This design comes from an exercise in tuning for small area and a short achievable clock period on the open sky130 flow, not from production work. Only simulation tests tie the RTL to the original design; equivalence was not proved. Power and IR drop assume default switching activity.

==> design.v <==
`default_nettype none
package invaders_pkg;
    typedef logic [9:0] coord_t;
    typedef struct packed {
        coord_t x;
        coord_t y;
    } pos_t;
    typedef struct packed {
        logic       game_over;
        logic       game_win;
        logic [1:0] lives;
    } status_t;
    localparam int SCREEN_WIDTH  = 640;
    localparam int SCREEN_HEIGHT = 480;
    localparam int   ALIEN_W         = 16;
    localparam int   ALIEN_H         = 16;
    localparam int   ALIEN_H_SPACING = 60;
    localparam int   ALIEN_V_SPACING = 45;
    localparam pos_t ALIEN_START     = {10'd50, 10'd50};
    localparam int   ALIEN_STEP      = 2;
    localparam int   ALIEN_DROP      = 20;
    localparam int     SHIP_W       = 16;
    localparam int     SHIP_H       = 30;
    localparam coord_t SHIP_Y       = 10'd440;
    localparam coord_t SHIP_START_X = 10'd320;
    localparam int     ROCKET_W     = 7;
    localparam int     ROCKET_H     = 3;
    localparam int     ROCKET_SPEED = 2;
    localparam int     LASER_W      = 7;
    localparam int     LASER_H      = 3;
    localparam int     LASER_SPEED  = 1;
    localparam logic [5:0]  EXPLOSION_TICKS = 6'd35;
    localparam logic [1:0]  START_LIVES     = 2'd3;
    localparam logic [7:0]  POINTS_PER_KILL = 8'd10;
    localparam logic [7:0]  START_PERIOD    = 8'd8;
    localparam logic [15:0] LFSR_SEED       = 16'hACE1;
    localparam logic [2:0] REG_CONTROL    = 3'd0;
    localparam logic [2:0] REG_STATUS     = 3'd1;
    localparam logic [2:0] REG_SCORE      = 3'd2;
    localparam logic [2:0] REG_HIGH_SCORE = 3'd3;
    localparam logic [2:0] REG_SHIP_X     = 3'd4;
    localparam logic [2:0] REG_ALIVE      = 3'd5;
endpackage
`default_nettype wire
`timescale 1ns/1ps
`default_nettype none
module invaders_top #(
    parameter int ALIEN_COLS = 6,
    parameter int ALIEN_ROWS = 3
) (
    input  wire logic        clk,
    input  wire logic        reset,
    input  wire logic        frame_tick,
    input  wire logic        fire,
    input  wire logic        left,
    input  wire logic        right,
    input  wire logic        wb_cyc,
    input  wire logic        wb_stb,
    input  wire logic        wb_we,
    input  wire logic [2:0]  wb_adr,
    input  wire logic [31:0] wb_dat_w,
    output logic [31:0]      wb_dat_r,
    output logic             wb_ack
);
    localparam logic [5:0] EXP_START = 6'd1;     
    localparam logic [5:0] EXP_DONE  = 6'd11;    
    function automatic logic ge_c(input logic [9:0] a, input logic [9:0] k);
        ge_c = 1'b1;
        for (int i = 0; i < 10; i++)
            ge_c = k[i] ? (a[i] && ge_c) : (a[i] || ge_c);
    endfunction
    function automatic logic le_c(input logic [9:0] a, input logic [9:0] k);
        le_c = 1'b1;
        for (int i = 0; i < 10; i++)
            le_c = k[i] ? (!a[i] || le_c) : (!a[i] && le_c);
    endfunction
    function automatic logic [10:0] carries(input logic [9:0] a, input logic [9:0] b, input logic cin);
        logic [9:0] g, p, gg, pp, gn, pn;
        g  = a & b;
        p  = a ^ b;
        gg = g;
        pp = p;
        gg[0] = g[0] | (p[0] & cin);
        for (int d = 1; d < 10; d = d * 2) begin
            gn = gg;
            pn = pp;
            for (int i = d; i < 10; i++) begin
                gn[i] = gg[i] | (pp[i] & gg[i-d]);
                pn[i] = pp[i] & pp[i-d];
            end
            gg = gn;
            pp = pn;
        end
        carries = {gg, cin};
    endfunction
    function automatic logic [9:0] add(input logic [9:0] a, input logic [9:0] b, input logic cin);
        logic [10:0] c;
        c   = carries(a, b, cin);
        add = a ^ b ^ c[9:0];
    endfunction
    function automatic logic [9:0] incdec(input logic [9:0] x, input logic dec);
        for (int i = 0; i < 10; i++)
            incdec[i] = x[i] ^ (dec ? ~|(x & ((10'd1 << i) - 10'd1)) : &(x | ~((10'd1 << i) - 10'd1)));
    endfunction
    function automatic logic [7:0] score_of(input logic [2:0] q, input logic [1:0] r);
        score_of = {q, 5'b0} - {4'b0, q, 1'b0} + {3'b0, r, 3'b0} + {5'b0, r, 1'b0};
    endfunction
    function automatic logic [63:0] move_table();
        for (int i = 0; i < 64; i++) move_table[i] = (i % 8) + (i / 8) >= 7;
    endfunction
    localparam logic [63:0] MOVE_T = move_table();
    logic        run, restart;
    logic [17:0] dat;
    logic        game_over, game_win;
    logic [1:0]  lives;
    logic [2:0]  kq, hq;         
    logic [1:0]  kr, hr;         
    logic        dir_right;
    logic [2:0]  count;
    logic [8:0]  fx;             
    logic [4:0]  fn;             
    logic [17:0] alive;
    logic [9:0]  ship_x;
    logic [5:0]  explode;
    logic        ra;             
    logic [9:0]  drx;            
    logic [5:0]  ra_;            
    logic [3:0]  rb;             
    logic        la;             
    logic [9:0]  lo;             
    logic [4:0]  la_;            
    logic [4:0]  lb;             
    logic [15:0] lfsr;
    logic [2:0]  scol;
    logic [1:0]  srow;
    logic req, step;
    assign req  = wb_cyc && wb_stb && !wb_ack;
    assign step = frame_tick && run && !game_over && !game_win;
    logic [7:0]  score, high_score;
    logic [17:0] read_data;
    assign score      = score_of(kq, kr);
    assign high_score = score_of(hq, hr);
    always_comb begin
        case (wb_adr)
            3'd0:    read_data = {17'b0, run};
            3'd1:    read_data = {14'b0, game_over, game_win, lives};
            3'd2:    read_data = {10'b0, score};
            3'd3:    read_data = {10'b0, high_score};
            3'd4:    read_data = {8'b0, ship_x};
            3'd5:    read_data = alive;
            default: read_data = '0;
        endcase
    end
    always_ff @(posedge clk) dat <= read_data;
    assign wb_dat_r = {14'b0, dat};
    always_ff @(posedge clk or posedge reset) begin
        if (reset) begin
            run     <= 1'b0;
            wb_ack  <= 1'b0;
            restart <= 1'b0;
        end else begin
            wb_ack  <= req;
            restart <= 1'b0;
            if (req && wb_we && wb_adr == 3'd0) begin
                run     <= wb_dat_w[0];
                restart <= wb_dat_w[1];
            end
        end
    end
    logic [5:0] col_live;
    logic [2:0] row_live;
    always_comb begin
        for (int c = 0; c < 6; c++)
            col_live[c] = alive[c] | alive[6+c] | alive[12+c];
        for (int r = 0; r < 3; r++)
            row_live[r] = |alive[r*6 +: 6];
    end
    logic hit_right, hit_left, hit_edge;
    always_comb begin
        hit_right = 1'b0;
        hit_left  = 1'b0;
        for (int c = 0; c < 6; c++) begin
            if (col_live[c] && fx == 9'(312 - 30*c)) hit_right = 1'b1;
            if (col_live[c] && fx == 9'(512 - 30*c)) hit_left  = 1'b1;
        end
    end
    assign hit_edge = dir_right ? hit_right : hit_left;
    logic bottom_reached;
    assign bottom_reached = (row_live[2] && fn >= 5'd12)
                         || (row_live[1] && fn >= 5'd14)
                         || (row_live[0] && fn >= 5'd17);
    logic move;
    assign move = MOVE_T[{kq, count}];
    logic fmove, fdrop;
    assign fmove = move && !hit_edge;            
    assign fdrop = move && hit_edge;             
    logic [8:0] fx_step, fx_n;
    logic       dir_n;
    assign fx_step = 9'(incdec(10'(fx), !dir_right));
    always_comb begin
        fx_n  = fmove ? fx_step : fx;
        dir_n = dir_right ^ fdrop;
    end
    logic [5:0]  col_hit;
    logic [2:0]  row_hit;
    logic [17:0] hit_vec;
    logic        kill;
    always_comb begin
        for (int c = 0; c < 6; c++)
            col_hit[c] = (c == 0) ? (ge_c(drx, 10'd1014) || le_c(drx, 10'd11))
                                  : (ge_c(drx, 10'(60*c - 10)) && le_c(drx, 10'(60*c + 11)));
        row_hit[0] = (ra_ == 6'd2 && rb >= 4'd4) || (ra_ == 6'd3 && rb <= 4'd2);
        row_hit[1] = (ra_ == 6'd4 && rb >= 4'd6) || (ra_ == 6'd5 && rb <= 4'd4);
        row_hit[2] = (ra_ == 6'd6 && rb >= 4'd9) || (ra_ == 6'd7 && rb <= 4'd7);
        for (int r = 0; r < 3; r++)
            for (int c = 0; c < 6; c++)
                hit_vec[r*6+c] = alive[r*6+c] && col_hit[c] && row_hit[r];
    end
    assign kill = ra && (|hit_vec);              
    logic r_top;
    always_comb begin
        logic [5:0] a, b;
        a = ra_;
        b = {1'b0, fn};
        r_top = (rb == 4'd0);
        for (int i = 0; i < 6; i++)
            if ((a[i] ^ b[i]) != ((i == 0) ? 1'b0 : (a[i-1] | b[i-1]))) r_top = 1'b0;
    end
    logic [9:0] rs, drx_n;
    always_comb begin
        rs = ra ? drx : add(ship_x, ~{fx, 1'b0}, 1'b1);
        drx_n[0] = rs[0];
        for (int i = 1; i < 10; i++)
            drx_n[i] = rs[i] ^ ((fmove && !dir_right && &(rs[9:1] | ~((9'd1 << (i-1)) - 9'd1)))
                             || (fmove &&  dir_right && ~|(rs[9:1] & ((9'd1 << (i-1)) - 9'd1))));
    end
    logic [5:0] ra_s, ra_n;
    logic [3:0] rb_n;
    always_comb begin
        if (ra) begin
            rb_n = (rb == 4'd0) ? 4'd9 : rb - 4'd1;
            ra_s = (rb == 4'd0) ? ra_ - 6'd1 : ra_;
        end else begin
            rb_n = 4'd8;
            ra_s = 6'd21 - {1'b0, fn};
        end
        ra_n = fdrop ? ra_s - 6'd1 : ra_s;
    end
    logic       can_shoot;
    logic [2:0] col_alive;
    always_comb begin
        for (int r = 0; r < 3; r++) col_alive[r] = alive[r*6 + int'(scol)];
        case (srow)
            2'd0:    can_shoot = col_alive[0] && !col_alive[1] && !col_alive[2];
            2'd1:    can_shoot = col_alive[1] && !col_alive[2];
            default: can_shoot = col_alive[2];
        endcase
    end
    logic [9:0] shoot_lo;
    logic [4:0] shoot_a, shoot_b;
    logic [9:0] shoot_k;
    always_comb begin
        case (scol)
            3'd0:    shoot_k = 10'(-11);
            3'd1:    shoot_k = 10'd49;
            3'd2:    shoot_k = 10'd109;
            3'd3:    shoot_k = 10'd169;
            3'd4:    shoot_k = 10'd229;
            default: shoot_k = 10'd289;
        endcase
    end
    assign shoot_lo = add({fx, 1'b0}, shoot_k, 1'b0);
    assign shoot_a  = fn + 5'(3 + 2 * int'(srow));
    assign shoot_b  = 5'(6 + 5 * int'(srow));
    logic [10:0] cl;
    logic [9:0]  pl, dl;
    logic        hi_zero, overlap_x, overlap_y, overlap, ship_hit;
    always_comb begin
        cl = carries(ship_x, ~lo, 1'b1);
        pl = ship_x ^ ~lo;
        dl = pl ^ cl[9:0];
        hi_zero = (pl[5] == cl[5]);
        for (int i = 6; i < 10; i++)
            if (pl[i] != (ship_x[i-1] | ~lo[i-1])) hi_zero = 1'b0;
    end
    assign overlap_x = hi_zero && le_c({5'd0, dl[4:0]}, 10'd21);
    assign overlap_y = (la_ == 5'd21 && lb >= 5'd18) || la_ == 5'd22 || (la_ == 5'd23 && lb <= 5'd9);
    assign overlap   = overlap_x && overlap_y;
    assign ship_hit  = la && overlap;            
    logic laser_end;                             
    assign laser_end = la_ >= 5'd24 || (la_ == 5'd23 && lb >= 5'd17);
    always_ff @(posedge clk or posedge reset) begin
        if (reset) begin
            lfsr <= 16'hACE1;
        end else if (restart) begin
            lfsr <= 16'hACE1;
        end else begin
            lfsr <= {lfsr[14:0], lfsr[15] ^ lfsr[13] ^ lfsr[12] ^ lfsr[10]};
        end
    end
    logic kills_gt;
    always_comb begin
        logic [4:0] a, b;
        a = {kq, kr};
        b = {hq, hr};
        kills_gt = 1'b0;
        for (int i = 0; i < 5; i++)
            kills_gt = (a[i] && !b[i]) || (!(a[i] ^ b[i]) && kills_gt);
    end
    always_ff @(posedge clk or posedge reset) begin
        if (reset) begin
            hq <= '0;
            hr <= '0;
        end else if (kills_gt) begin
            hq <= kq;
            hr <= kr;
        end
    end
    always_ff @(posedge clk or posedge reset) begin
        if (reset) begin
            game_over <= 1'b0;
            game_win  <= 1'b0;
            lives     <= 2'd3;
            kq        <= '0;
            kr        <= '0;
        end else if (restart) begin
            game_over <= 1'b0;
            game_win  <= 1'b0;
            lives     <= 2'd3;
            kq        <= '0;
            kr        <= '0;
        end else begin
            if (step && kill) begin
                if (kr == 2'd2) begin
                    kr <= 2'd0;
                    kq <= kq + 3'd1;
                end else begin
                    kr <= kr + 2'd1;
                end
            end
            if (step && ship_hit && lives != 2'd0) lives <= lives - 2'd1;
            if (lives == 2'd0 || bottom_reached) game_over <= 1'b1;
            if (alive == '0) game_win <= 1'b1;
        end
    end
    always_ff @(posedge clk or posedge reset) begin
        if (reset) begin
            fx        <= 9'd25;
            fn        <= '0;
            dir_right <= 1'b1;
            count     <= '0;
            alive     <= '1;
        end else if (restart) begin
            fx        <= 9'd25;
            fn        <= '0;
            dir_right <= 1'b1;
            count     <= '0;
            alive     <= '1;
        end else if (step) begin
            if (ra) alive <= alive & ~hit_vec;
            fx        <= fx_n;
            dir_right <= dir_n;
            if (fdrop) fn <= fn + 5'd1;
            count     <= move ? 3'd0 : count + 3'd1;
        end
    end
    logic ship_r, ship_l;
    assign ship_r = right && !ge_c(ship_x, 10'd623);
    assign ship_l = !right && left && ge_c(ship_x, 10'd2);
    always_ff @(posedge clk or posedge reset) begin
        if (reset) begin
            ship_x  <= 10'd320;
            explode <= EXP_DONE;
            ra      <= 1'b0;
        end else if (restart) begin
            ship_x  <= 10'd320;
            explode <= EXP_DONE;
            ra      <= 1'b0;
        end else if (step) begin
            if (ship_r || ship_l) ship_x <= incdec(ship_x, ship_l);
            if (ship_hit) explode <= EXP_START;
            else if (explode != EXP_DONE) explode <= {explode[4:0], explode[5] ^ explode[4]};
            if (kill) ra <= 1'b0;
            else if (ra) begin
                if (r_top) ra <= 1'b0;
            end else if (fire && explode == EXP_DONE) ra <= 1'b1;
        end
    end
    always_ff @(posedge clk) begin
        if (step) begin
            drx <= drx_n;
            ra_ <= ra_n;
            rb  <= rb_n;
        end
    end
    always_ff @(posedge clk or posedge reset) begin
        if (reset) begin
            la   <= 1'b0;
            scol <= '0;
            srow <= '0;
        end else if (restart) begin
            la   <= 1'b0;
            scol <= '0;
            srow <= '0;
        end else if (step) begin
            if (ship_hit) la <= 1'b0;
            else if (la) begin
                if (laser_end) la <= 1'b0;
            end else begin
                if (can_shoot && lfsr[0]) la <= 1'b1;
                if (scol == 3'd5) begin
                    scol <= '0;
                    srow <= (srow == 2'd2) ? 2'd0 : srow + 2'd1;
                end else begin
                    scol <= scol + 3'd1;
                end
            end
        end
    end
    always_ff @(posedge clk) begin
        if (step) begin
            if (la) begin
                if (lb == 5'd19) begin
                    lb  <= '0;
                    la_ <= la_ + 5'd1;
                end else begin
                    lb  <= lb + 5'd1;
                end
            end else begin
                lo  <= shoot_lo;
                la_ <= shoot_a;
                lb  <= shoot_b;
            end
        end
    end
endmodule
`default_nettype wire
==> flow/run.sh <==
#!/bin/bash
# The standard layout (the standard.sh), with buf_4 cells as the port
# buffers instead of the delay cells buffer_ports picks by default.
set -euo pipefail
export BUFFER_PORTS_ARGS="-buffer_cell sky130_fd_sc_hd__buf_4"
bash standard.sh > standard.log 2>&1
==> standard.sh <==
#!/bin/bash
# synth_recipe.tcl (not shown) runs the flow's synth.tcl, then flattens the netlist and writes it again
# the make line also repeats each setting of config.mk as NAME=value (left out here)
make -C /OpenROAD-flow-scripts/flow DESIGN_CONFIG=/design/flow/config.mk WORK_HOME=/design/flow/orfs CLKGATE_MAP_FILE= SYNTH_SCRIPT=/design/flow/synth_recipe.tcl "${@:-finish}"
==> config.mk <==
export PLATFORM = sky130hd
export DESIGN_NAME = invaders_top
export DESIGN_NICKNAME = invaders_top
export VERILOG_FILES = /design/flow/design.v
export SDC_FILE = /design/flow/constraint.sdc
export NUM_CORES = 4
export LEC_CHECK = 0
export CAP_MARGIN = 20
export CORE_MARGIN = 2
export CORE_UTILIZATION = 40
export CTS_BUF_LIST = sky130_fd_sc_hd__clkbuf_4 sky130_fd_sc_hd__clkbuf_8
export SETUP_SLACK_MARGIN = 3.6
export SLEW_MARGIN = 20
==> constraint.sdc <==
create_clock -name core_clock -period 6.0 [get_ports {clk}]
set_input_delay 1.2000 -clock core_clock [delete_from_list [all_inputs] [get_ports {clk}]]
set_output_delay 1.2000 -clock core_clock [all_outputs]
set_load 0.01 [all_outputs]
==> results of run 1 <==
==> cell type report <==
class,count,area [µm²],share of cell area
multi-input combinational,832,6620,0.521
sequential,148,3870,0.305
timing repair buffer,134,1110,0.0871
tap,330,413,0.0325
inverter,82,333,0.0262
clock buffer,17,234,0.0184
clock inverter,15,133,0.0104
==> metrics by stage <==
step	utilization	total power, mW	cell area, µm²	instances
floorplan	-	2.84	10600	1126
global placement	0.433	3.16	10900	1429
detailed placement	0.433	3.19	10900	1429
CTS	0.488	4.28	12300	1534
global route	0.503	4.72	12700	1558
finish	0.503	4.41	12700	1558
==> synth_stat cells, drive strengths merged (4+ instances only) <==
master / count / area (µm²)
a21o: 20 / 150
ha: 80 / 1000
o41ai: 4 / 42.6
dfrtp: 55 / 1380
nor3: 41 / 215
a211oi: 5 / 37.5
o211ai: 6 / 45.0
or2: 12 / 75.1
a31oi: 6 / 37.5
nor3b: 6 / 45.0
o32ai: 6 / 60.1
or3: 9 / 56.3
o21ai: 60 / 308
nor2: 78 / 293
and2: 4 / 25.0
dfstp: 37 / 972
nor2b: 22 / 138
xor2: 23 / 201
nor4: 16 / 143
buf: 26 / 161
mux4: 6 / 135
nand2b: 20 / 125
and3: 18 / 113
mux2: 6 / 67.6
o21a: 13 / 97.6
nand3: 29 / 145
dfxtp: 18 / 360
a311oi: 4 / 41.3
mux2i: 26 / 260
nor4b: 4 / 35.0
clkbuf: 38 / 143
a22oi: 5 / 37.5
a21oi: 55 / 275
inv: 81 / 304
xnor2: 67 / 587
o21bai: 6 / 45.0
edfxtp: 38 / 1140
o22ai: 11 / 68.8
or4: 8 / 63.8
nand2: 88 / 330
nand3b: 4 / 42.5
o31ai: 5 / 37.5
nand4: 8 / 50.1
==> power by group <==
group	internal [mW]	switching, mW
combinational	0.986	1.05
clock	0.303	0.447
sequential	1.35	0.278
total	2.64	1.77
==> state kept, by name, summed over array words and instances (netlist names), 6 cells and up <==
| register | count |
|---|---|
| alive | 18 |
| dat | 18 |
| drx | 9 |
| explode | 6 |
| fx | 9 |
| lfsr | 16 |
| lo | 9 |
| ra_ | 6 |
| ship_x | 10 |
==> final timing paths <==
kind / startpoint / to / slack, ps / cells past startpoint
setup reg to reg: fx[1] / drx[1] / 3310 / 10
max in group asynchronous: reset / alive[5] / 4110 / 3
hold reg to reg: lfsr[9] / lfsr[10] / 440 / 1
min in group asynchronous: reset / lfsr[2] / 890 / 2
hold / removal: lfsr[9] / lfsr[10] / 440 / 1
setup / recovery: fx[1] / drx[1] / 3310 / 10
==> cell families (layout without fill, tap and decap cells) <==
family,after synthesis,after routing,share of synthesized area
AND/OR/NAND/NOR,375,375,0.191
AO/OA/AOI/OAI,232,232,0.151
flip-flops,148,148,0.374
buffers and inverters,146,248,0.0594
XOR/XNOR,90,90,0.0765
adder cells (fa/ha/maj),83,83,0.103
multiplexers,38,38,0.0449
other,1,14,0.000364
==> metal layers <==
layer / vias to the layer above / global-route usage / wire [µm] / part of all wire
li1: 4130 / - / - / -
met4: 0 / 0.0862 / 700 / 0.025
met2: 254 / 0.348 / 13300 / 0.48
met3: 47 / 0.0321 / 1410 / 0.050
met1: 4153 / 0.274 / 12400 / 0.45
met5: - / 0 / 0 / 0
==> what timing repair did <==
action	CTS	global route
setup buffers	72	24
pin swaps	49	17
resized for setup	96	50
cloned	1	0
endpoints found under the setup margin	74	58
==> results.py, run 1 <==
metrics = {
    "run_status": {
        "outcome": "timing/DRC/antenna clean",
    },
    "worst_setup_path": {
        "crit_path_frequent_cell": "buf_4",
        "endpoint_kind": "flip-flop",
        "cp_cell_sequence": "buf_4 -> nor4_4 -> nor3b_2 -> o211ai_1 -> a221oi_4 -> buf_4 -> nor3_4 -> buf_12 -> buf_4 -> xor2_1",
        "worstPathRequired_ps": 6190,
        "path_class": "reg -> reg",
        "slowest_delay_ps": 430,
        "cp_slowest_cell": "dfrtp_2",
        "critical-path-top-delay-family": "simple AND/OR/NAND/NOR gates",
        "critical_path_buf_inv_count": 4,
        "critPathArrivalTime_ps": 2880,
        "crit_fanout": 16,
        "critPathLaunchType": "flip-flop",
    },
    "power": {
        "powerDensity_mw_per_mm2": 347,
        "ir_drop_mv": 0.192,
        "leakage_nw": 5.27,
    },
    "placement": {
        "hpwlAfterDp_um": 18300,
        "dp_slack_ps": 2540,
        "portBuffers": 32,
        "place_congestion": 0.851,
    },
    "clock_tree": {
        "clk_pin_slew_ps": 90,
        "cts.sinks": 148,
        "cts_hold_buf": 0,
        "cts_max_level": 4,
        "cts_made_buffers": 17,
        "clk_latency_ps": 470,
        "cts_tree": "yes",
        "clock_path_buffers": 2,
        "root_buffer": "clkbuf_8",
    },
    "sta": {
        "period_minus_slack_ps": 2690,
        "timing.final.ws_setup_ps": 3310,
        "whs_ps": 437,
        "fin_skew_ps": 15.8,
        "rsz0062_at_grt": "true",
        "relSlewSlack": 0.382,
        "setup_viol": 0,
        "min_period_over_period": 0.448,
        "slew_viol_final": 0,
        "max_slew.worst_pin.slew_ps": 928,
        "fin_setup_tns_ps": 0,
        "hold_viol_final": 0,
        "max_freq_mhz": 372,
    },
    "cells_and_area": {
        "diodes": 0,
        "nNetsFinal": 1342,
        "final_common_cell": "buf_4",
        "areaGrowthSynthToFinish_pct": 23.3,
        "drive_gt1_frac": 0.296,
        "layout_common_cells": "buf_4 (120), nand2_1 (80), nor2_1 (73), ha_1 (72), inv_1 (70)",
        "fillers": 2325,
    },
    "floorplanning": {
        "start_util": 0.408,
        "core_area_mm2": 0.0253,
        "io_pins": 77,
        "die_w_um": 165,
        "die_y_um": 165,
        "dieArea_mm2": 0.0271,
        "rows": 58,
    },
    "global_routing": {
        "grt_overflow": 0,
        "grt_max_degree": 87,
        "grt_pass1_wl_um": 44100,
        "first_global_vias": 8422,
        "antenna_found_initial": 0,
        "grtUsageTotal": 0.210,
    },
    "routing": {
        "ant_nets": 0,
        "routed_wl_um": 27800,
        "avgRoutedWirePerCell_um": 17.9,
        "first_pass_iters": 5,
        "vias": 8584,
        "routed_via_density": 5.51,
        "drt_iter0_drc": 673,
        "route.detailed.drc": 0,
    },
    "yosys": {
        "yosysSeqAreaShare": 0.374,
        "netlist_instances": 1113,
        "synth-edff-count": 38,
        "ys.flop_type": "dfrtp_1",
        "synth_area_mm2": 0.0103,
        "synth_seq_cells": 148,
        "yosys_warnings": 1,
        "synth.distinct_cells": 81,
        "synthArstFlopShare": 0.622,
        "syn_avg_cell_area_um2": 9.26,
    },
    "worst_hold_path": {
        "hold_path_class": "reg -> reg",
    },
    "run": {
        "maxCapViolCount": 0,
    },
}
==> run 2: changes to the inputs <==
--- a/config.mk
+++ b/config.mk
@@ -5,9 +5,11 @@
 export SDC_FILE = /design/flow/constraint.sdc
 export NUM_CORES = 4
 export LEC_CHECK = 0
+export ABC_AREA = 1
 export CAP_MARGIN = 20
 export CORE_MARGIN = 2
 export CORE_UTILIZATION = 40
 export CTS_BUF_LIST = sky130_fd_sc_hd__clkbuf_4 sky130_fd_sc_hd__clkbuf_8
+export PLACE_DENSITY = 0.8
 export SETUP_SLACK_MARGIN = 3.6
 export SLEW_MARGIN = 20
==> results.py, run 2 <==
metrics = {
    "sta": {
        "relSlewSlack": 0.446,
        "max_freq_mhz": 410,
        "fin_setup_tns_ps": 0,
        "timing.final.ws_setup_ps": 3560,
        "period_minus_slack_ps": 2440,
        "max_slew.worst_pin.slew_ps": 831,
        "setup_viol": 0,
        "fin_skew_ps": 14.3,
        "slew_viol_final": 0,
        "rsz0062_at_grt": "true",
        "min_period_over_period": 0.406,
        "hold_viol_final": 0,
    },
    "yosys": {
        "synth_top_family_by_area": "simple AND/OR/NAND/NOR gates",
        "synth.area.top_cells": "dfrtp_1 (13%), nand2_1 (11%), edfxtp_1 (11%), ha_1 (9.4%), dfstp_2 (9.2%)",
        "yosysMostFrequentCell": "nand2_1",
        "synth_common_cells": "nand2_1 (324), inv_1 (200), nor2_1 (156)",
        "yosys-mux-area-fraction": 0.00106,
        "ys.flop_type": "dfrtp_1",
        "yosys_warnings": 1,
        "synth.distinct_cells": 57,
        "synth_xor_area_frac": 0.0322,
        "syn_avg_cell_area_um2": 7.32,
        "synth_compound_area_frac": 0.123,
        "synth_area_mm2": 0.0106,
        "netlist_instances": 1451,
        "yosysSeqAreaShare": 0.363,
        "synth_fa_ha_area_frac": 0.100,
        "synth_seq_cells": 148,
        "yosys.area_share.simple": 0.285,
        "synth_top_area_frac": 0.130,
        "synthArstFlopShare": 0.622,
        "synth-edff-count": 38,
        "yosysTopAreaCell": "dfrtp_1",
    },
    "worst_setup_path": {
        "slowest_delay_ps": 570,
        "worstPathRequired_ps": 6240,
        "path_class": "reg -> reg",
        "critPathArrivalTime_ps": 2680,
        "cp_cell_sequence": "clkinv_4 -> ha_4 -> a21oi_4 -> nor2_1 -> nor2_1 -> nand2_1 -> nand2_1 -> nand2_2 -> a21boi_4 -> nor2_1 -> nand2_1 -> nor2_1 -> nand2_1 -> nand2_1 -> nand2_1 -> nand2_1",
        "critical_path_buf_inv_count": 1,
        "critPathLaunchType": "flip-flop",
        "crit_fanout": 6,
        "crit_path_frequent_cell": "nand2_1",
        "critical-path-top-delay-family": "simple AND/OR/NAND/NOR gates",
        "cp_slowest_cell": "dfstp_2",
        "endpoint_kind": "flip-flop",
    },
    "global_routing": {
        "grt_pass1_wl_um": 46400,
        "grtUsageTotal": 0.202,
        "antenna_found_initial": 0,
        "first_global_vias": 9597,
        "grt_overflow": 0,
        "grt_max_degree": 62,
    },
    "placement": {
        "hpwlAfterDp_um": 20200,
        "place_congestion": 0.981,
        "portBuffers": 32,
        "dp_slack_ps": 2610,
    },
    "power": {
        "leakage_nw": 5.92,
        "powerDensity_mw_per_mm2": 227,
        "ir_drop_mv": 0.222,
    },
    "clock_tree": {
        "clk_pin_slew_ps": 100,
        "cts.sinks": 148,
        "clk_latency_ps": 480,
        "clock_path_buffers": 2,
        "cts_max_level": 4,
        "cts_hold_buf": 0,
        "root_buffer": "clkbuf_8",
        "cts_made_buffers": 17,
        "cts_tree": "yes",
    },
    "routing": {
        "routed_via_density": 5.47,
        "route.detailed.drc": 0,
        "wl_met3_um": 2160,
        "highest_layer": "met4",
        "drt-met1-wl_um": 12200,
        "avgRoutedWirePerCell_um": 15.7,
        "routed_wl_um": 29600,
        "drt_iter0_drc": 1408,
        "ant_nets": 0,
        "wl_met2_um": 14000,
        "vias": 10300,
        "first_pass_iters": 8,
    },
    "cells_and_area": {
        "layout_common_cells": "nand2_1 (302), inv_1 (182), nor2_1 (141), nand3_1 (111), o21ai_0 (98)",
        "areaGrowthSynthToFinish_pct": 17.6,
        "nNetsFinal": 1663,
        "drive_gt1_frac": 0.203,
        "fillers": 2353,
        "diodes": 0,
        "top_regs": "alive x18, dat x18, lfsr x16",
        "final_common_cell": "nand2_1",
    },
    "floorplanning": {
        "io_pins": 77,
        "core_area_mm2": 0.0261,
        "die_y_um": 167,
        "dieArea_mm2": 0.0279,
        "rows": 59,
        "die_w_um": 167,
        "start_util": 0.407,
    },
    "run": {
        "maxCapViolCount": 0,
    },
    "run_status": {
        "outcome": "timing/DRC/antenna clean",
    },
    "worst_hold_path": {
        "hold_path_class": "reg -> reg",
    },
}
[run 2: changes by cell type in the layout (fill, tap and decap cells not counted), sizes merged, moves of 58 or more]
cell   before  now
o21ai      60  123
inv        90  215
nand2      88  331
nand3      29  125
xnor2      67    9
nor2       78  164
[run 2: final cells by class]
| type | count | area, µm² | share of cell area |
|---|---|---|---|
| clock buffer | 17 | 234 | 0.0187 |
| timing repair buffer | 90 | 701 | 0.0561 |
| multi-input combinational | 1062 | 6230 | 0.499 |
| inverter | 214 | 842 | 0.0674 |
| sequential | 148 | 3860 | 0.309 |
| timing repair inverter | 3 | 17.5 | 0.00140 |
| tap | 335 | 419 | 0.0336 |
| clock inverter | 15 | 181 | 0.0145 |
[run 2: worst reg2reg max path: stages (launching register included)]
cell,delay [ps]
dfstp_2,570
clkinv_4,80
ha_4,280
a21oi_4,140
nor2_1,70
nor2_1,200
nand2_1,90
nand2_1,80
nand2_2,80
a21boi_4,210
nor2_1,70
nand2_1,60
nor2_1,40
nand2_1,80
nand2_1,60
nand2_1,50
nand2_1,50
[run 2: repair_timing]
action,in CTS,in global routing
pin swaps,4,31
endpoints found under the setup margin,61,37
gates resized for setup,31,93
setup buffers,10,45
gates cloned,2,1
[run 2: cells by family after synthesis]
logic type,after synthesis
AND/OR/NAND/NOR,696
XOR/XNOR,39
multiplexers,1
other,1
flip-flops,148
adder cells (fa/ha/maj),83
AO/OA/AOI/OAI,229
buffers and inverters,254
[run 2: metrics by stage]
step / instance area (µm²) / hold slack [ps] / instances / utilization / power, mW
after CTS: 11800 / 439 / 1838 / 0.453 / 2.72
after floorplan: 10700 / 410 / 1464 / - / 1.73
after global routing: 12500 / 452 / 1884 / 0.479 / 2.98
after detailed placement: 11200 / 418 / 1794 / 0.430 / 1.89
after global placement: 11200 / 416 / 1794 / 0.430 / 1.86
final: 12500 / 436 / 1884 / 0.479 / 2.83
[run 2: path summary, 6_finish.rpt]
check,startpoint,end,slack (ps),depth (start not counted)
setup / recovery,fx[4],drx[9],3560,16
hold / removal,lfsr[9],lfsr[10],440,1
setup reg to reg,fx[4],drx[9],3560,16
hold reg to reg,lfsr[9],lfsr[10],440,1
max in group asynchronous,reset,ra,3860,3
min in group asynchronous,reset,lfsr[9],800,2
[run 2: layer usage]
layer | GRT usage | up-vias
li1 | - | 4923
met1 | 0.258 | 4810
met5 | 0 | -
met4 | 0.0870 | 0
met3 | 0.0387 | 91
met2 | 0.332 | 476
[run 2: where the power goes]
| part | switching (mW) | internal, mW | total (mW) |
|---|---|---|---|
| sequential | 0.0748 | 1.16 | 1.24 |
| clock | 0.469 | 0.354 | 0.823 |
| combinational | 0.468 | 0.303 | 0.770 |
| total | 1.01 | 1.82 | 2.83 |
==> run 3: changes to the inputs <==
--- a/config.mk
+++ b/config.mk
@@ -6,10 +6,9 @@
 export NUM_CORES = 4
 export LEC_CHECK = 0
 export ABC_AREA = 1
-export CAP_MARGIN = 20
+export CAP_MARGIN = 5
 export CORE_MARGIN = 2
 export CORE_UTILIZATION = 40
 export CTS_BUF_LIST = sky130_fd_sc_hd__clkbuf_4 sky130_fd_sc_hd__clkbuf_8
-export PLACE_DENSITY = 0.8
 export SETUP_SLACK_MARGIN = 3.6
-export SLEW_MARGIN = 20
+export SLEW_MARGIN = 5
==> results.py, run 3 <==
metrics = {
    "routing": {
        "ant_nets": 0,
        "drt_iter0_drc": 759,
        "routed_wl_um": 29300,
        "avgRoutedWirePerCell_um": 15.7,
        "vias": 9737,
        "routed_via_density": 5.21,
        "route.detailed.drc": 0,
        "first_pass_iters": 5,
    },
    "sta": {
        "slew_viol_final": 0,
        "max_freq_mhz": 422,
        "relSlewSlack": 0.310,
        "period_minus_slack_ps": 2370,
        "min_period_over_period": 0.395,
        "hold_viol_final": 0,
        "fin_skew_ps": 18.9,
        "setup_viol": 0,
        "rsz0062_at_grt": "true",
        "max_slew.worst_pin.slew_ps": 1030,
        "fin_setup_tns_ps": 0,
    },
    "cells_and_area": {
        "top_regs": "alive x18, dat x18, lfsr x16",
        "layout_common_cells": "nand2_1 (308), inv_1 (185), nor2_1 (141), nand3_1 (108), o21ai_0 (98)",
        "fillers": 2598,
        "final_common_cell": "nand2_1",
        "drive_gt1_frac": 0.196,
        "areaGrowthSynthToFinish_pct": 16.7,
        "nNetsFinal": 1647,
        "diodes": 0,
    },
    "power": {
        "p_sw_mw": 1.02,
        "intPower_mw": 1.77,
        "swShare": 0.366,
        "p_clk_frac": 0.294,
        "seqPwrFrac": 0.442,
        "powerDensity_mw_per_mm2": 225,
        "leakage_nw": 5.86,
        "total_power_mw": 2.79,
        "combPwrFrac": 0.264,
        "ir_drop_mv": 0.198,
    },
    "clock_tree": {
        "cts_max_level": 4,
        "cts_hold_buf": 0,
        "clk_pin_slew_ps": 110,
        "root_buffer": "clkbuf_8",
        "cts_tree": "yes",
        "cts.sinks": 148,
        "cts_made_buffers": 17,
        "clk_latency_ps": 480,
        "clock_path_buffers": 2,
    },
    "global_routing": {
        "antenna_found_initial": 0,
        "grt_pass1_wl_um": 47200,
        "grt_overflow": 0,
        "grt_max_degree": 51,
        "grtUsageTotal": 0.210,
        "first_global_vias": 8967,
    },
    "yosys": {
        "synth_seq_cells": 148,
        "synth-edff-count": 38,
        "syn_avg_cell_area_um2": 7.32,
        "netlist_instances": 1451,
        "ys.flop_type": "dfrtp_1",
        "synth_area_mm2": 0.0106,
        "synth_top_area_frac": 0.130,
        "synthArstFlopShare": 0.622,
        "yosysSeqAreaShare": 0.363,
        "synth.area.top_cells": "dfrtp_1 (13%), nand2_1 (11%), edfxtp_1 (11%), ha_1 (9.4%), dfstp_2 (9.2%)",
        "yosys_warnings": 1,
        "yosysTopAreaCell": "dfrtp_1",
        "synth.distinct_cells": 57,
        "synth_common_cells": "nand2_1 (324), inv_1 (200), nor2_1 (156)",
        "yosysMostFrequentCell": "nand2_1",
    },
    "worst_hold_path": {
        "hold_path_class": "reg -> reg",
    },
    "worst_setup_path": {
        "crit_fanout": 5,
        "crit_path_frequent_cell": "nand2_1",
        "slowest_delay_ps": 580,
        "critical-path-top-delay-family": "simple AND/OR/NAND/NOR gates",
        "worstPathRequired_ps": 6220,
        "critPathArrivalTime_ps": 2590,
        "endpoint_kind": "flip-flop",
        "critical_path_buf_inv_count": 3,
        "cp_cell_sequence": "inv_4 -> ha_4 -> nand2_2 -> inv_2 -> nand2_1 -> nand2_1 -> o21bai_1 -> nand3_2 -> nand2_2 -> buf_6 -> nor2_4 -> nand2_1 -> nor2_1 -> nand2_1 -> nand3_1 -> nand2_1",
        "cp_slowest_cell": "dfstp_2",
        "path_class": "reg -> reg",
        "critPathLaunchType": "flip-flop",
    },
    "floorplanning": {
        "core_area_mm2": 0.0261,
        "die_y_um": 167,
        "start_util": 0.407,
        "rows": 59,
        "dieArea_mm2": 0.0279,
        "die_w_um": 167,
        "io_pins": 77,
    },
    "placement": {
        "hpwlAfterDp_um": 21200,
        "portBuffers": 32,
        "place_congestion": 0.902,
    },
    "run": {
        "maxCapViolCount": 0,
    },
    "run_status": {
        "outcome": "timing/DRC/antenna clean",
    },
}
[run 3: worst paths after layout]
check | startpoint | to | slack [ps] | cells after the start
setup reg to reg | fx[3] | drx[8] | 3630 | 16
setup / recovery | fx[3] | drx[8] | 3630 | 16
min in group asynchronous | reset | run | 790 | 2
hold / removal | lfsr[9] | lfsr[10] | 440 | 1
hold reg to reg | lfsr[9] | lfsr[10] | 440 | 1
max in group asynchronous | reset | ra | 4080 | 3
[run 3: cells by family after synthesis]
| family | share of synthesized area |
|---|---|
| and+or+nand+nor | 0.285 |
| other | 0.000353 |
| muxes | 0.00106 |
| adders and majority gates | 0.100 |
| buffers and inverters | 0.0956 |
| DFF | 0.363 |
| AOI/OAI and AO/OA | 0.123 |
| xor gates and xnor gates | 0.0322 |
[run 3: power groups by stage]
stage	clock (mW)	sequential, mW	combinational [mW]
floorplan	0	1.23	0.502
global placement	0	1.26	0.626
detailed placement	0	1.26	0.635
CTS	0.839	1.24	0.671
global route	0.879	1.25	0.836
finish	0.821	1.23	0.738
[run 3: what timing repair did]
action                     4_1_cts  5_1_grt
gates resized for setup         45       86
setup buffers                   18       21
pin swaps                        7       30
gates cloned                     1        1
setup endpoints to repair       59       60
[run 3: through the flow]
| step | hold WS, ps | std cells | utilization | setup slack [ps] | cell area, µm² |
|---|---|---|---|---|---|
| floorplan | 410 | 1464 | - | 3390 | 10700 |
| finish | 443 | 1868 | 0.475 | 3630 | 12400 |
| detailed placement | 420 | 1795 | 0.430 | 2540 | 11200 |
| CTS | 449 | 1846 | 0.457 | 3510 | 11900 |
| global route | 458 | 1868 | 0.475 | 3460 | 12400 |
| global placement | 413 | 1795 | 0.430 | 2600 | 11200 |
[run 3: metal layers]
layer  GRT usage  part of all wire
met5           0                 0
met1       0.303              0.49
met2       0.331              0.46
met3      0.0266             0.039
met4      0.0622             0.015
[run 3: worst reg2reg max path: stages (launching register included)]
cell and delay, ps:
dfstp_2 580, inv_4 60, ha_4 300, nand2_2 70, inv_2 70, nand2_1 70, nand2_1 80, o21bai_1 90
nand3_2 90, nand2_2 70, buf_6 130, nor2_4 90, nand2_1 60, nor2_1 100, nand2_1 80, nand3_1 90
nand2_1 80
[run 3: layout make-up]
type / instances / area, µm² / share of cell area
inverter: 214 / 831 / 0.0671
sequential: 148 / 3870 / 0.312
clock inverter: 15 / 184 / 0.0148
tap: 335 / 419 / 0.0338
clock buffer: 17 / 234 / 0.0189
multi-input combinational: 1062 / 6260 / 0.505
timing repair inverter: 2 / 12.5 / 0.00101
timing repair buffer: 75 / 578 / 0.0467
==> run 4: changes to the inputs <==
==> flow/run.sh (replaced) <==
#!/bin/bash
# The standard layout (the standard.sh), with buf_4 cells as the port
# buffers instead of the delay cells buffer_ports picks by default.
set -euo pipefail
export BUFFER_PORTS_ARGS="-buffer_cell sky130_fd_sc_hd__buf_2"
bash standard.sh > standard.log 2>&1
--- a/config.mk
+++ b/config.mk
@@ -6,9 +6,9 @@
 export NUM_CORES = 4
 export LEC_CHECK = 0
 export ABC_AREA = 1
-export CAP_MARGIN = 5
+export CAP_MARGIN = 20
 export CORE_MARGIN = 2
 export CORE_UTILIZATION = 40
 export CTS_BUF_LIST = sky130_fd_sc_hd__clkbuf_4 sky130_fd_sc_hd__clkbuf_8
 export SETUP_SLACK_MARGIN = 3.6
-export SLEW_MARGIN = 5
+export SLEW_MARGIN = 20
==> results.py, run 4 <==
metrics = {
    "worst_setup_path": {
        "r2r_slack_ps": 3600,
        "rr_endpoint": "explode[2]",
        "cp_cell_sequence": "clkinvlp_4 -> buf_4 -> fa_2 -> nor2_1 -> a22oi_1 -> o22ai_2 -> nor2_4 -> buf_4 -> nor2_4 -> nand2_4 -> nand2_4 -> nand2_1 -> nand2_1",
        "crit_fanout": 6,
        "critical-path-top-delay-family": "simple AND/OR/NAND/NOR gates",
        "path_class": "reg -> reg",
        "setup.worst_path.start": "ship_x[1]",
        "critPathArrivalTime_ps": 2790,
        "slowest_delay_ps": 550,
        "critical_path_buf_inv_count": 3,
        "worstPathRequired_ps": 6390,
        "cp_slowest_cell": "fa_2",
        "worstSetupPathDepth": 13,
        "reg2reg_from": "ship_x[1]",
        "endpoint_kind": "flip-flop",
        "r2r_cells": 13,
        "critPathLaunchType": "flip-flop",
        "worstSetupEndpoint": "explode[2]",
    },
    "sta": {
        "setup_viol": 0,
        "hold_viol_final": 0,
        "min_period_over_period": 0.401,
        "fin_skew_ps": 27.8,
        "relSlewSlack": 0.468,
        "slew_viol_final": 0,
        "timing.final.ws_setup_ps": 3600,
        "max_freq_mhz": 416,
        "max_slew.worst_pin.slew_ps": 794,
        "rsz0062_at_grt": "true",
        "period_minus_slack_ps": 2400,
        "fin_setup_tns_ps": 0,
    },
    "worst_hold_path": {
        "hold_path_class": "reg -> reg",
    },
    "yosys": {
        "synth.distinct_cells": 57,
        "yosysTopAreaCell": "dfrtp_1",
        "yosys_warnings": 1,
        "yosysSeqAreaShare": 0.363,
        "yosysMostFrequentCell": "nand2_1",
        "synth-edff-count": 38,
        "synth.area.top_cells": "dfrtp_1 (13%), nand2_1 (11%), edfxtp_1 (11%), ha_1 (9.4%), dfstp_2 (9.2%)",
        "synth_seq_cells": 148,
        "syn_avg_cell_area_um2": 7.32,
        "synth_top_area_frac": 0.130,
        "synth_common_cells": "nand2_1 (324), inv_1 (200), nor2_1 (156)",
        "ys.flop_type": "dfrtp_1",
        "netlist_instances": 1451,
        "synth_area_mm2": 0.0106,
        "synthArstFlopShare": 0.622,
    },
    "routing": {
        "first_pass_iters": 6,
        "routed_via_density": 5.25,
        "ant_nets": 0,
        "vias": 9864,
        "avgRoutedWirePerCell_um": 15.8,
        "drt_iter0_drc": 891,
        "route.detailed.drc": 0,
        "routed_wl_um": 29700,
    },
    "global_routing": {
        "grt_pass1_wl_um": 47100,
        "grt_max_degree": 58,
        "antenna_found_initial": 0,
        "grt_overflow": 0,
        "first_global_vias": 8955,
        "grtUsageTotal": 0.211,
    },
    "clock_tree": {
        "cts.sinks": 148,
        "cts_made_buffers": 17,
        "clock_path_buffers": 2,
        "cts_tree": "yes",
        "cts_max_level": 4,
        "clk_pin_slew_ps": 110,
        "clk_latency_ps": 490,
        "root_buffer": "clkbuf_8",
    },
    "placement": {
        "post-place-cells": 1794,
        "dp_slack_ps": 2550,
        "hpwlAfterDp_um": 21000,
        "portBuffers": 32,
        "place_congestion": 0.919,
    },
    "cells_and_area": {
        "diodes": 0,
        "top_regs": "alive x18, dat x18, lfsr x16",
        "layout_common_cells": "nand2_1 (299), inv_1 (182), nor2_1 (141), nand3_1 (110), o21ai_0 (95)",
        "layout.cells.non_filler": 1880,
        "final_common_cell": "nand2_1",
        "areaGrowthSynthToFinish_pct": 17.4,
        "drive_gt1_frac": 0.212,
        "nNetsFinal": 1659,
    },
    "run_status": {
        "outcome": "timing/DRC/antenna clean",
    },
    "run": {
        "maxCapViolCount": 0,
    },
    "power": {
        "p_sw_mw": 1.05,
        "p_clk_frac": 0.294,
        "ir_drop_mv": 0.191,
        "leakage_nw": 5.90,
        "seqPwrFrac": 0.436,
        "intPower_mw": 1.78,
        "total_power_mw": 2.82,
        "powerDensity_mw_per_mm2": 226,
        "swShare": 0.371,
        "combPwrFrac": 0.270,
    },
    "floorplanning": {
        "core_area_mm2": 0.0261,
        "rows": 59,
        "dieArea_mm2": 0.0279,
        "die_y_um": 167,
        "start_util": 0.407,
        "die_w_um": 167,
        "io_pins": 77,
    },
}
run 4: cell counts after synthesis:
Identical to the previous run, type by type.
run 4: how the worst min path moves through the flow:
stage,startpoint,to,slack [ps],cells after the start
global route,lfsr[9],lfsr[10],450,1
global placement,lfsr[14],lfsr[15],410,1
finish,lfsr[9],lfsr[10],440,1
floorplan,lfsr[9],lfsr[10],410,1
CTS,lfsr[9],lfsr[10],440,1
detailed placement,lfsr[9],lfsr[10],410,1
run 4: power groups by stage:
| stage | clock network, mW | registers, mW | logic (mW) |
|---|---|---|---|
| 6_report | 0.830 | 1.23 | 0.761 |
| 4_1_cts | 0.850 | 1.24 | 0.667 |
| 5_1_grt | 0.891 | 1.24 | 0.859 |
| 2_1_floorplan | 0 | 1.23 | 0.502 |
| 3_3_place_gp | 0 | 1.26 | 0.616 |
| 3_5_place_dp | 0 | 1.26 | 0.624 |
run 4: worst register-to-register path, delay by kind of cell, from the launching register on:
kind	cells	cell delay [ps]
adder cells (fa/ha/maj)	1	550
AND/OR/NAND/NOR	7	580
flip-flops	1	430
buffers and inverters	3	410
AO/OA/AOI/OAI	2	350
run 4: area by class of cell:
type / count / area [µm²]
well taps: 335 / 419
inverters: 214 / 833
clock inverters: 15 / 184
multi-input cells: 1062 / 6320
fillers: 2604 / 13600
flip-flops and latches: 148 / 3870
repair inverters: 2 / 12.5
repair buffers: 87 / 596
clock buffers: 17 / 234
run 4: kinds of logic after synthesis:
group,after synthesis,share of synthesized area
AOI/OAI and AO/OA,229,0.123
DFF,148,0.363
other,1,0.000353
and+or+nand+nor,696,0.285
adders and majority gates,83,0.100
xor gates and xnor gates,39,0.0322
muxes,1,0.00106
buffers and inverters,254,0.0956
run 4: what timing repair did:
action / CTS / global route
setup buffers: 21 / 31
cloned: 2 / 0
pin swaps: 4 / 35
resized for setup: 37 / 114
setup endpoints to repair: 62 / 65
hold buffers: 0 / 0
run 4: metrics by stage:
step                      hold WS [ps]  utilization  instance area (µm²)
after floorplan                    410            -                10700
after global placement             413        0.427                11100
after detailed placement           415        0.427                11100
after CTS                          437        0.454                11800
after global routing               445        0.478                12500
final                              436        0.478                12500
run 4: routing by layer:
metal / track usage / routed length (µm) / up-vias
met2: 0.329 / 13400 / 315
met3: 0.0354 / 1800 / 51
met4: 0.0686 / 655 / 0
li1: - / - / 4913
met5: 0 / 0 / -
met1: 0.299 / 13900 / 4585
==> run 5: changes to the inputs <==
==> flow/run.sh (replaced) <==
#!/bin/bash
# The standard layout (the standard.sh), with buf_4 cells as the port
# buffers instead of the delay cells buffer_ports picks by default, and a
# clock tree without the dummy loads CTS adds for balancing.
set -euo pipefail
export BUFFER_PORTS_ARGS="-buffer_cell sky130_fd_sc_hd__buf_4"
export CTS_ARGS="-sink_clustering_enable -repair_clock_nets -dont_use_dummy_load -buf_list {sky130_fd_sc_hd__clkbuf_4 sky130_fd_sc_hd__clkbuf_8}"
bash standard.sh > standard.log 2>&1
==> results.py, run 5 <==
metrics = {
    "power": {
        "seqPwrFrac": 0.472,
        "p_sw_uw": 893,
        "ir_drop_mv": 0.196,
        "p_clk_frac": 0.229,
        "intPower_mw": 1.72,
        "combPwrFrac": 0.299,
        "swShare": 0.341,
        "leakage_nw": 5.89,
        "powerDensity_mw_per_mm2": 210,
    },
    "routing": {
        "drt_iter0_drc": 765,
        "vias": 9704,
        "avgRoutedWirePerCell_um": 15.7,
        "first_pass_iters": 5,
        "routed_wl_um": 29300,
        "routed_via_density": 5.21,
        "ant_nets": 0,
        "route.detailed.drc": 0,
    },
    "yosys": {
        "yosysMostFrequentCell": "nand2_1",
        "synth.area.top_cells": "dfrtp_1 (13%), nand2_1 (11%), edfxtp_1 (11%), ha_1 (9.4%), dfstp_2 (9.2%)",
        "ys.flop_type": "dfrtp_1",
        "yosys-mux-area-fraction": 0.00106,
        "synth_compound_area_frac": 0.123,
        "yosys_warnings": 1,
        "syn_avg_cell_area_um2": 7.32,
        "synthArstFlopShare": 0.622,
        "yosys.area_share.simple": 0.285,
        "synth_common_cells": "nand2_1 (324), inv_1 (200), nor2_1 (156)",
        "synth_area_mm2": 0.0106,
        "synth_seq_cells": 148,
        "synth_fa_ha_area_frac": 0.100,
        "synth_top_family_by_area": "simple AND/OR/NAND/NOR gates",
        "netlist_instances": 1451,
        "yosysTopAreaCell": "dfrtp_1",
        "synth-edff-count": 38,
        "synth.distinct_cells": 57,
        "synth_xor_area_frac": 0.0322,
        "yosysSeqAreaShare": 0.363,
        "synth_top_area_frac": 0.130,
    },
    "worst_setup_path": {
        "worstPathRequired_ps": 6200,
        "cp_slowest_cell": "dfstp_2",
        "cp_cell_sequence": "clkinv_4 -> ha_4 -> nand2_4 -> or2_4 -> nand4_1 -> nand2_2 -> nand2_2 -> nand2_4 -> nor2_4 -> nand3_2 -> nor2_2 -> nand2_2 -> nand3_2 -> nand2_1",
        "critPathLaunchType": "flip-flop",
        "critical_path_buf_inv_count": 1,
        "reg2reg_from": "fx[4]",
        "slowest_delay_ps": 570,
        "rr_endpoint": "drx[9]",
        "r2r_cells": 14,
        "critPathArrivalTime_ps": 2620,
        "crit_path_frequent_cell": "nand2_2",
        "critical-path-top-delay-family": "simple AND/OR/NAND/NOR gates",
        "endpoint_kind": "flip-flop",
        "r2r_slack_ps": 3580,
        "path_class": "reg -> reg",
        "crit_fanout": 5,
    },
    "cells_and_area": {
        "utilization": 0.479,
        "design_area_mm2": 0.0125,
        "drive_gt1_frac": 0.212,
        "areaGrowthSynthToFinish_pct": 17.5,
        "top_regs": "alive x18, dat x18, lfsr x16",
        "final_common_cell": "nand2_1",
        "diodes": 0,
        "layout_common_cells": "nand2_1 (294), inv_1 (180), nor2_1 (140), nand3_1 (103), o21ai_0 (98)",
        "layout.cells.non_filler": 1863,
        "nNetsFinal": 1657,
    },
    "clock_tree": {
        "root_buffer": "clkbuf_8",
        "clock_path_buffers": 2,
        "cts_made_buffers": 17,
        "cts.sinks": 148,
        "cts_max_level": 4,
        "cts_tree": "yes",
        "clk_pin_slew_ps": 110,
        "cts_hold_buf": 0,
        "clk_latency_ps": 480,
    },
    "floorplanning": {
        "rows": 59,
        "core_area_mm2": 0.0261,
        "die_y_um": 167,
        "die_w_um": 167,
        "dieArea_mm2": 0.0279,
        "start_util": 0.407,
        "io_pins": 77,
    },
    "sta": {
        "min_period_over_period": 0.403,
        "hold_viol_final": 0,
        "rsz0062_at_grt": "true",
        "slew_viol_final": 0,
        "period_minus_slack_ps": 2420,
        "timing.final.ws_setup_ps": 3580,
        "fin_setup_tns_ps": 0,
        "max_slew.worst_pin.slew_ps": 746,
        "max_freq_mhz": 414,
        "relSlewSlack": 0.501,
        "setup_viol": 0,
        "fin_skew_ps": 36.6,
    },
    "global_routing": {
        "grtUsageTotal": 0.209,
        "antenna_found_initial": 0,
        "grt_max_degree": 51,
        "grt_overflow": 0,
        "first_global_vias": 8917,
        "grt_pass1_wl_um": 47000,
    },
    "worst_hold_path": {
        "hp-start": "lfsr[2]",
        "whs_endpoint": "lfsr[3]",
        "hold_path_class": "reg -> reg",
        "hold_depth": 2,
    },
    "placement": {
        "dp_slack_ps": 2540,
        "place_area_mm2": 0.0112,
        "post-place-cells": 1795,
        "portBuffers": 32,
        "hpwlAfterDp_um": 21200,
        "place_congestion": 0.902,
    },
    "run": {
        "maxCapViolCount": 0,
    },
    "run_status": {
        "outcome": "timing/DRC/antenna clean",
    },
}
## run 5: cell counts after synthesis
Identical to the previous run, type by type.
## run 5: cell families (layout without fill, tap and decap cells)
family                   after synthesis  after routing
flip-flops                           148            148
AND/OR/NAND/NOR                      696            696
multiplexers                           1              1
XOR/XNOR                              39             39
other                                  1             14
buffers and inverters                254            318
AO/OA/AOI/OAI                        229            229
adder cells (fa/ha/maj)               83             83
## run 5: worst min-delay path, cell delays in order (launching register included)
cell and delay (ps):
dfrtp_1 360, inv_1 50, nor2_1 30
## run 5: timing repair
action	CTS	global route
pin swaps	5	52
resized for setup	42	126
setup endpoints to repair	58	59
setup buffers	13	36
hold endpoints to repair	0	0
gates cloned	1	0
## run 5: metrics by stage
stage / power (mW) / hold WS, ps
final: 2.62 / 442
after global placement: 1.88 / 413
after floorplan: 1.73 / 410
after global routing: 2.79 / 458
after detailed placement: 1.90 / 420
after CTS: 2.52 / 440
## run 5: power groups by stage
stage	logic, mW	clock network [mW]	registers, mW
after floorplan	0.502	0	1.23
after global placement	0.626	0	1.26
after detailed placement	0.635	0	1.26
after CTS	0.667	0.615	1.24
after global routing	0.885	0.654	1.25
final	0.782	0.599	1.23
## run 5: worst max-delay path by stage
stage | startpoint | endpoint | depth (start not counted)
after global routing | fx[4] | drx[9] | 14
after floorplan | frame_tick | ship_x[4] | 9
after CTS | frame_tick | drx[8] | 3
after global placement | frame_tick | ship_x[4] | 10
final | fx[4] | drx[9] | 14
after detailed placement | frame_tick | ship_x[4] | 10
## run 5: cell type report
cell class              instances  area [µm²]
well taps                     335         419
inverters                     214         831
repair buffers                 86         706
flip-flops and latches        148        3870
multi-input cells            1062        6410
fillers                      2603       13600
repair inverters                1        7.51
clock buffers                  17         234
## run 5: per-layer routing
layer / vias to the layer above / GRT usage / share of wire
li1: 4889 / - / -
met1: 4565 / 0.302 / 0.48
met2: 215 / 0.328 / 0.46
met3: 35 / 0.0295 / 0.041
met4: 0 / 0.0577 / 0.016
met5: - / 0 / 0
==> run 6: changes to the inputs <==
--- a/design.v
+++ b/design.v
@@ -231,8 +231,8 @@
         rs = ra ? drx : add(ship_x, ~{fx, 1'b0}, 1'b1);
         drx_n[0] = rs[0];
         for (int i = 1; i < 10; i++)
-            drx_n[i] = rs[i] ^ ((fmove && !dir_right && &(rs[9:1] | ~((9'd1 << (i-1)) - 9'd1)))
-                             || (fmove &&  dir_right && ~|(rs[9:1] & ((9'd1 << (i-1)) - 9'd1))));
+            drx_n[i] = rs[i] ^ ((step && fmove && !dir_right && &(rs[9:1] | ~((9'd1 << (i-1)) - 9'd1)))
+                             || (step && fmove &&  dir_right && ~|(rs[9:1] & ((9'd1 << (i-1)) - 9'd1))));
     end
     logic [5:0] ra_s, ra_n;
     logic [3:0] rb_n;
@@ -387,8 +387,8 @@
         end
     end
     always_ff @(posedge clk) begin
+        drx <= drx_n;
         if (step) begin
-            drx <= drx_n;
             ra_ <= ra_n;
             rb  <= rb_n;
         end
@@ -418,18 +418,16 @@
         end
     end
     always_ff @(posedge clk) begin
-        if (step) begin
-            if (la) begin
-                if (lb == 5'd19) begin
-                    lb  <= '0;
-                    la_ <= la_ + 5'd1;
-                end else begin
-                    lb  <= lb + 5'd1;
-                end
+        if (!la) begin
+            lo  <= shoot_lo;
+            la_ <= shoot_a;
+            lb  <= shoot_b;
+        end else if (step) begin
+            if (lb == 5'd19) begin
+                lb  <= '0;
+                la_ <= la_ + 5'd1;
             end else begin
-                lo  <= shoot_lo;
-                la_ <= shoot_a;
-                lb  <= shoot_b;
+                lb  <= lb + 5'd1;
             end
         end
     end
==> flow/run.sh (replaced) <==
#!/bin/bash
# The standard layout (the standard.sh), with buf_4 cells as the port
# buffers instead of the delay cells buffer_ports picks by default.
set -euo pipefail
export BUFFER_PORTS_ARGS="-buffer_cell sky130_fd_sc_hd__buf_4"
bash standard.sh > standard.log 2>&1
==> results.py, run 6 <==
metrics = {
    "run_status": {
        "outcome": "timing/DRC/antenna clean",
    },
    "worst_setup_path": {
        "cp_cell_sequence": "buf_4 -> a21oi_4 -> ha_4 -> inv_1 -> fa_1 -> o211ai_1 -> nand2_1 -> a21oi_1 -> nor2_1 -> xor2_1",
        "worstPathRequired_ps": 6220,
        "cp_slowest_cell": "dfrtp_2",
        "crit_fanout": 4,
        "critical-path-top-delay-family": "compound AO/OA/AOI/OAI gates",
        "critical_path_buf_inv_count": 2,
        "slowest_delay_ps": 460,
        "path_class": "reg -> reg",
        "critPathArrivalTime_ps": 2610,
        "endpoint_kind": "flip-flop",
        "critPathLaunchType": "flip-flop",
    },
    "global_routing": {
        "antenna_found_initial": 0,
        "grt_overflow": 0,
        "first_global_vias": 9233,
        "grt_max_degree": 62,
        "grtUsageTotal": 0.209,
        "grt_pass1_wl_um": 46800,
    },
    "sta": {
        "slew_viol_final": 0,
        "hold_viol_final": 0,
        "min_period_over_period": 0.398,
        "period_minus_slack_ps": 2390,
        "max_freq_mhz": 419,
        "rsz0062_at_grt": "true",
        "setup_viol": 0,
        "timing.final.ws_setup_ps": 3610,
        "fin_setup_tns_ps": 0,
        "max_slew.worst_pin.slew_ps": 902,
        "fin_skew_ps": 24.3,
        "relSlewSlack": 0.391,
    },
    "routing": {
        "route.detailed.drc": 0,
        "routed_via_density": 5.20,
        "routed_wl_um": 29300,
        "drt_iter0_drc": 683,
        "first_pass_iters": 7,
        "ant_nets": 0,
        "avgRoutedWirePerCell_um": 15.5,
        "vias": 9829,
    },
    "placement": {
        "portBuffers": 32,
        "dp_slack_ps": 2870,
        "place_congestion": 0.930,
        "hpwlAfterDp_um": 21300,
        "post-place-cells": 1803,
    },
    "clock_tree": {
        "clk_latency_ps": 480,
        "cts_tree": "yes",
        "root_buffer": "clkbuf_8",
        "cts_made_buffers": 17,
        "cts_max_level": 4,
        "cts.sinks": 148,
        "cts_hold_buf": 0,
        "clock_path_buffers": 2,
        "clk_pin_slew_ps": 110,
    },
    "cells_and_area": {
        "nNetsFinal": 1672,
        "final_common_cell": "nand2_1",
        "fillers": 2645,
        "layout_common_cells": "nand2_1 (310), inv_1 (175), nor2_1 (142), nand3_1 (119), o21ai_0 (101)",
        "diodes": 0,
        "areaGrowthSynthToFinish_pct": 16.8,
        "utilization": 0.475,
        "layout.cells.non_filler": 1891,
        "drive_gt1_frac": 0.200,
        "top_regs": "alive x18, dat x18, lfsr x16",
    },
    "floorplanning": {
        "rows": 59,
        "io_pins": 77,
        "start_util": 0.407,
        "die_w_um": 167,
        "die_y_um": 167,
        "core_area_mm2": 0.0260,
        "dieArea_mm2": 0.0277,
    },
    "yosys": {
        "synth_xor_area_frac": 0.0307,
        "yosysMostFrequentCell": "nand2_1",
        "yosysTopAreaCell": "dfrtp_1",
        "yosys_warnings": 1,
        "synth_top_family_by_area": "simple AND/OR/NAND/NOR gates",
        "synth_top_area_frac": 0.130,
        "ys.flop_type": "dfrtp_1",
        "synth_common_cells": "nand2_1 (322), inv_1 (194), nor2_1 (154)",
        "yosys.area_share.simple": 0.287,
        "synth_seq_cells": 148,
        "synth.area.top_cells": "dfrtp_1 (13%), nand2_1 (11%), ha_1 (9.7%), dfstp_2 (9.2%), edfxtp_1 (8.2%)",
        "synth_fa_ha_area_frac": 0.103,
        "synth-edff-count": 29,
        "synth_compound_area_frac": 0.126,
        "synth.distinct_cells": 55,
        "yosys-mux-area-fraction": 0.00107,
        "netlist_instances": 1456,
        "synth_area_mm2": 0.0106,
        "yosysSeqAreaShare": 0.356,
        "synthArstFlopShare": 0.622,
        "syn_avg_cell_area_um2": 7.26,
    },
    "run": {
        "maxCapViolCount": 0,
    },
    "power": {
        "ir_drop_mv": 0.306,
        "powerDensity_mw_per_mm2": 373,
        "leakage_nw": 5.91,
    },
    "worst_hold_path": {
        "hold_path_class": "reg -> reg",
    },
}
-- run 6: cell types whose count changed in the layout (fill, tap and decap cells not counted), sizes merged, moves of 4 or more --
cell     before  now
buf          86   93
inv         210  215
o22ai        22   13
o2111ai       5    9
a21oi        46   57
o21bai        5    1
nand3       125  129
o21ai       123  129
edfxtp       38   29
nor3         32   27
dfxtp        18   27
o211ai        2    6
-- run 6: final timing paths --
kind,start,slack (ps),end,cells past startpoint
max,scol[1],3610,lo[8],10
min,lfsr[4],440,lfsr[5],1
max reg2reg,scol[1],3610,lo[8],10
min reg2reg,lfsr[4],440,lfsr[5],1
max in group asynchronous,reset,4100,scol[1],3
min in group asynchronous,reset,840,ship_x[2],2
-- run 6: through the flow --
step	power [mW]	hold WS, ps	cell area [µm²]
floorplan	2.91	410	10600
global placement	3.36	415	11100
detailed placement	3.39	415	11100
CTS	4.36	442	11800
global route	4.99	463	12400
finish	4.61	442	12400
-- run 6: report_power, final --
group,internal [mW],total [mW],switching [mW]
combinational,0.867,2.21,1.35
sequential,1.34,1.58,0.239
clock,0.322,0.823,0.501
total,2.53,4.61,2.09
-- run 6: timing repair --
action                                  4_1_cts  5_1_grt
resized for setup                            34       92
setup buffers                                23       32
pin swaps                                     7       28
cloned                                        0        1
endpoints found under the setup margin       55       47
-- run 6: kinds of logic (layout without fill, tap and decap cells) --
group / count (synthesis) / in the layout
simple gates: 699 / 700
buf+inv: 248 / 334
compound gates: 237 / 237
flops: 148 / 148
fa+ha+maj: 85 / 85
xor+xnor: 37 / 37
other cells: 1 / 14
mux: 1 / 1
-- run 6: layout make-up --
class                   instances  area [µm²]  area share
clock buffers                  17         234      0.0189
clock inverters                15         171      0.0139
inverters                     209         820      0.0663
multi-input cells            1074        6230       0.504
flip-flops and latches        148        3780       0.306
well taps                     335         419      0.0339
repair buffers                 93         706      0.0571
-- run 6: per-layer routing --
metal,vias to the layer above,share of wire,global-route usage
li1,4938,-,-
met1,4605,0.47,0.285
met2,232,0.45,0.331
met3,54,0.049,0.0387
met4,0,0.029,0.0768
met5,-,0,0

==> afterwards: timing with drivers on the ports <==
No port has a modelled driver above. Below, the same layouts with a new extraction and two added sets of constraints.
Step 1, drivers: a clkbuf_16 drives clk and a buf_2 each remaining input, both assumed.
Step 2 adds t to the input delays and takes it off the output delays; t is the mean of the earliest and latest rising clock arrival at the registers after step 1. Input paths then give back, and output paths get back, about the clock's delay inside the block.
Three values: no drivers, after step 1, after step 2; two values: the first two.
run	t (ns)	slack for setup (ns)	worst setup path after step 2	latest minus earliest clock arrival (ns)	worst slew at a driven data input, ns
run 1	0.508	3.310 / 3.310 / 3.129	input to register	0.020 / 0.020	0.03
run 2	0.518	3.562 / 3.562 / 3.190	input to register	0.015 / 0.014	0.05
run 3	0.512	3.633 / 3.633 / 3.137	input to register	0.019 / 0.020	0.06
run 4	0.525	3.597 / 3.597 / 3.292	input to register	0.028 / 0.028	0.03
run 5	0.499	3.583 / 3.583 / 3.240	input to register	0.043 / 0.043	0.05
run 6	0.510	3.613 / 3.613 / 3.238	input to register	0.024 / 0.024	0.04
After both steps every run listed still meets setup and hold. For run 3, which loses most, drivers alone change the setup slack by 0.000 ns; drivers and shift together by -0.496 ns.
